Background: an optimization exercise with open tools, aiming at small area and a short achievable clock period. Do not read the settings as production practice.
The RTL was checked by simulation tests, not by an equivalence proof against the original design.
Power is estimated from default activity; no workload was simulated.

Setup of run 1:
Design exe_top, start of the top module:
module exe_top (
  input  logic        clk,
  input  logic        arst_n,
  input  logic        insn_valid,
  input  logic [63:0] insn_pc,
  input  logic [31:0] insn_word,
  input  logic [63:0] insn_imm,
  input  logic [63:0] insn_src1,
  input  logic [63:0] insn_src2,
  input  logic [4:0]  insn_rd,
  output logic        wb_valid,
  output logic [4:0]  wb_rd,
  output logic [63:0] wb_data,
  output logic        wb_long,
  output logic        redirect_valid,
  output logic [63:0] redirect_target,
  output logic        mem_valid,
  output logic [63:0] mem_addr,
  output logic [63:0] mem_data,
  output logic [3:0]  mem_op,
  output logic [4:0]  mem_rd
);
For scale: about 4200 cells after synthesis, ~200 flip-flops.
export LEC_CHECK = 0
export ABC_AREA = 1
export CAP_MARGIN = 20
export CORE_MARGIN = 2
export CORE_UTILIZATION = 35
export SETUP_SLACK_MARGIN = 5
export SLEW_MARGIN = 20
export TNS_END_PERCENT = 0
create_clock -name core_clock -period 10.0 [get_ports {clk}]
standard.sh (not shown) runs the stock make flow with config.mk's settings and CLKGATE_MAP_FILE= SYNTH_SCRIPT=/design/flow/synth_recipe.tcl, a recipe that flattens the netlist after the stock synthesis.
==> flow/flow/run.sh <==
#!/bin/bash
# Standard layout (the standard.sh) with these changes:
#  - ADDER_MAP_FILE empty: Yosys does not pre-map full/half adders, so ABC
#    sees and times the whole datapath (registers are untouched)
#  - repair_timing aims for 6 ns of setup slack, on the worst path only
#    (TNS_END_PERCENT 0 in config.mk)
#  - MATCH_CELL_FOOTPRINT 0: repair may resize a cell to a wider footprint
#  - port buffers use the smallest buffer; repair_design/repair_timing size them
set -euo pipefail
bash standard.sh ADDER_MAP_FILE= SETUP_SLACK_MARGIN=6 MATCH_CELL_FOOTPRINT=0 'BUFFER_PORTS_ARGS=-buffer_cell sky130_fd_sc_hd__buf_1' finish > standard.log 2>&1
Run 1 finished every stage and its layout cleared the timing, DRC and antenna checks.
Edits applied to the flow inputs when going from run 1 to run 2:
Settings: TNS_END_PERCENT: 0 -> unset.
==> flow/flow/run.sh <==
#!/bin/bash
# Standard layout (the standard.sh) with two changes:
#  - ADDER_MAP_FILE empty: Yosys does not pre-map full/half adders, so ABC
#    sees and times the whole datapath (registers are untouched)
#  - port buffers use the smallest buffer; repair_design/repair_timing size them
set -euo pipefail
bash standard.sh ADDER_MAP_FILE= 'BUFFER_PORTS_ARGS=-buffer_cell sky130_fd_sc_hd__buf_1' finish > standard.log 2>&1
On routability congestion estimate: between run 1 and run 2, it ends up higher for run 2.
Fmax | run 2 below run 1
Delta(time the final worst path needs with I/O delays and setup, run 2 - run 1) > 0
Run 2 and run 1 ended up with roughly the same routed wire length.
diff inputs: run 2 => run 3
Settings: setting TNS_END_PERCENT to 0 for the first time.
==> flow/flow/run.sh <==
#!/bin/bash
# Standard layout (the standard.sh) with these changes:
#  - ADDER_MAP_FILE empty: Yosys does not pre-map full/half adders, so ABC
#    sees and times the whole datapath (registers are untouched)
#  - repair_timing aims for 6 ns of setup slack, on the worst path only
#    (TNS_END_PERCENT 0 in config.mk)
#  - port buffers use the smallest buffer; repair_design/repair_timing size them
set -euo pipefail
bash standard.sh ADDER_MAP_FILE= SETUP_SLACK_MARGIN=6 'BUFFER_PORTS_ARGS=-buffer_cell sky130_fd_sc_hd__buf_1' finish > standard.log 2>&1
==> results.txt <==
- From run 3 to run 2, post-synthesis instance area did not move at all.
- Compared run 3 vs run 2, and critical path's largest stage delay is down in run 3.
- The setup slack of run 3 is larger than that of run 2.
- Worst hold slack | run 3 above run 2
- When run 3 is set beside run 2, its share of the cycle needed by the critical path after routing turns out to be 1.4 points smaller.
- Between run 2 and run 3, data arrival time at the worst-slack endpoint decreased.
- Going from run 2 to run 3, the count of cell instances traversed by the critical path was found to have gone down by 1.
- In run 3 the sequential portion of the cell area turned out 0.28 points lower than in run 2.


Another version of the RTL of exe_top (not shown whole).
Size in the first run: ~4100 cells after synthesis, ~200 flip-flops, about 570 I/O pins, roughly 24000 um^2 of cells after synthesis.
==> flow/config.mk <==
export PLATFORM = sky130hd
export DESIGN_NAME = exe_top
export DESIGN_NICKNAME = exe_top
export VERILOG_FILES = /design/flow/design.v
export SDC_FILE = /design/flow/constraint.sdc
export NUM_CORES = 4
export LEC_CHECK = 0
export ABC_AREA = 1
export CAP_MARGIN = 20
export CORE_MARGIN = 2
export CORE_UTILIZATION = 35
export PLACE_DENSITY = 0.85
export SETUP_SLACK_MARGIN = 5
export SLEW_MARGIN = 20
export TNS_END_PERCENT = 0
==> flow/constraint.sdc <==
create_clock -name core_clock -period 10.0 [get_ports {clk}]
set_input_delay 2.0000 -clock core_clock [delete_from_list [all_inputs] [get_ports {clk}]]
set_output_delay 2.0000 -clock core_clock [all_outputs]
set_load 0.01 [all_outputs]
==> flow/flow/run.sh <==
#!/bin/bash
# Standard layout (the standard.sh) with these changes:
#  - ADDER_MAP_FILE empty: Yosys does not pre-map full/half adders, so ABC
#    sees and times the whole datapath (registers are untouched)
#  - repair_timing aims for 6 ns of setup slack, on the worst path only
#    (TNS_END_PERCENT 0 in config.mk)
#  - port buffers use the smallest buffer; repair_design/repair_timing size them
set -euo pipefail
bash standard.sh ADDER_MAP_FILE= SETUP_SLACK_MARGIN=6 'BUFFER_PORTS_ARGS=-buffer_cell sky130_fd_sc_hd__buf_1' finish > standard.log 2>&1
Then changed:
==> flow/run.sh (new file) <==
#!/bin/bash
# synth_recipe.tcl (not shown) runs the flow's synth.tcl, then flattens the netlist and writes it again
# the make line also repeats each setting of config.mk as NAME=value (left out here)
make -C /OpenROAD-flow-scripts/flow DESIGN_CONFIG=/design/flow/config.mk WORK_HOME=/design/flow/orfs CLKGATE_MAP_FILE= SYNTH_SCRIPT=/design/flow/synth_recipe.tcl finish
Settings changed: PLACE_DENSITY 0.85 to 0.75.
removed: flow/flow/run.sh
removed: flow/standard.sh
Critical path depth grows by 9.
Core utilization rose by 1.4 points.
Global-route usage fell by 2.8 points.
Total power climbs by 7.8%.
Via count is lower by 5.6%.
Setup slack got worse by 1500 ps.
Synthesized area increases by 3.0%.
First-iteration DRC count rises by 3.0%.
Then changed:
==> flow/flow/run.sh (new file) <==
#!/bin/bash
# Standard layout (the standard.sh) with these changes:
#  - ADDER_MAP_FILE empty: Yosys does not pre-map full/half adders, so ABC
#    sees and times the whole datapath (registers are untouched)
#  - repair_timing aims for 6 ns of setup slack, on the worst path only
#    (TNS_END_PERCENT 0 in config.mk)
#  - port buffers use the smallest buffer; repair_design/repair_timing size them
set -euo pipefail
bash standard.sh ADDER_MAP_FILE= SETUP_SLACK_MARGIN=6 'BUFFER_PORTS_ARGS=-buffer_cell sky130_fd_sc_hd__buf_1' finish > standard.log 2>&1
==> flow/standard.sh (new file) <==
#!/bin/bash
# synth_recipe.tcl (not shown) runs the flow's synth.tcl, then flattens the netlist and writes it again
# the make line also repeats each setting of config.mk as NAME=value (left out here)
make -C /OpenROAD-flow-scripts/flow DESIGN_CONFIG=/design/flow/config.mk WORK_HOME=/design/flow/orfs CLKGATE_MAP_FILE= SYNTH_SCRIPT=/design/flow/synth_recipe.tcl "${@:-finish}"
Settings changed: CORE_UTILIZATION 35 to 45.
removed: flow/run.sh
What happened:
- The changed run finished clean
- clock power is higher by about 9%
- wire length hardly moves
- global-route usage is higher by 11 points
Then changed:
--- a/flow/flow/run.sh
+++ b/flow/flow/run.sh
@@ -6,4 +6,5 @@
 #    (TNS_END_PERCENT 0 in config.mk)
+#  - MATCH_CELL_FOOTPRINT 0: repair may resize a cell to a wider footprint
 #  - port buffers use the smallest buffer; repair_design/repair_timing size them
 set -euo pipefail
-bash standard.sh ADDER_MAP_FILE= SETUP_SLACK_MARGIN=6 'BUFFER_PORTS_ARGS=-buffer_cell sky130_fd_sc_hd__buf_1' finish > standard.log 2>&1
+bash standard.sh ADDER_MAP_FILE= SETUP_SLACK_MARGIN=6 MATCH_CELL_FOOTPRINT=0 'BUFFER_PORTS_ARGS=-buffer_cell sky130_fd_sc_hd__buf_1' finish > standard.log 2>&1
Settings changed: CORE_UTILIZATION 45 to 35.
=> The new run finished with timing, DRC and antenna clean; sequential cell count is unchanged; combinational power increases by a few percent; hold slack is better by 5.5 ps; via count falls slightly; routed wire length goes up by a few percent; final cell count increases by a few percent.

## port drivers added, routing unchanged
The flow's constraints put no driver on any port. The routed layouts listed below were extracted and timed again, unchanged, in two steps.
Step 1 sets driving cells, clkbuf_16 on the clock port and buf_2 on the other inputs (assumed; they add their load-dependent delay and slew).
Step 2 times the ports against the registers' clock, not the clock port: input delays grow and output delays shrink by t, the midpoint of the rising clock arrivals with the driver on.
Three values: no drivers, after step 1, after step 2; two values: the first two.
| run | shift t [ns] | setup slack, ns | hold slack, ns | clock arrival spread, ns |
|---|---|---|---|---|
| run 1 | 0.674 | 4.988 / 4.836 / 4.162 | 0.577 / 0.577 / 0.577 | 0.027 / 0.028 |
| run 2 | 0.678 | 4.916 / 4.846 / 4.168 | 0.581 / 0.581 / 0.581 | 0.050 / 0.050 |
| run 3 | 0.700 | 5.055 / 4.968 / 4.268 | 0.597 / 0.597 / 0.597 | 0.029 / 0.029 |
| the first run of note 2 | 0.649 | 4.985 / 4.684 / 4.035 | 0.601 / 0.601 / 0.601 | 0.034 / 0.033 |
| the second run of note 2 | 0.655 | 3.481 / 3.481 / 2.923 | 0.605 / 0.605 / 0.605 | 0.029 / 0.029 |
| the third run of note 2 | 0.651 | 4.905 / 4.802 / 4.150 | 0.628 / 0.628 / 0.628 | 0.043 / 0.043 |
| the fourth run of note 2 | 0.659 | 5.074 / 4.960 / 4.301 | 0.633 / 0.633 / 0.633 | 0.015 / 0.015 |
After both steps setup and hold are still met in every run listed. The setup slack of the first run of note 2, which loses most, moves by -0.301 ns with the drivers and by -0.950 ns with both steps.
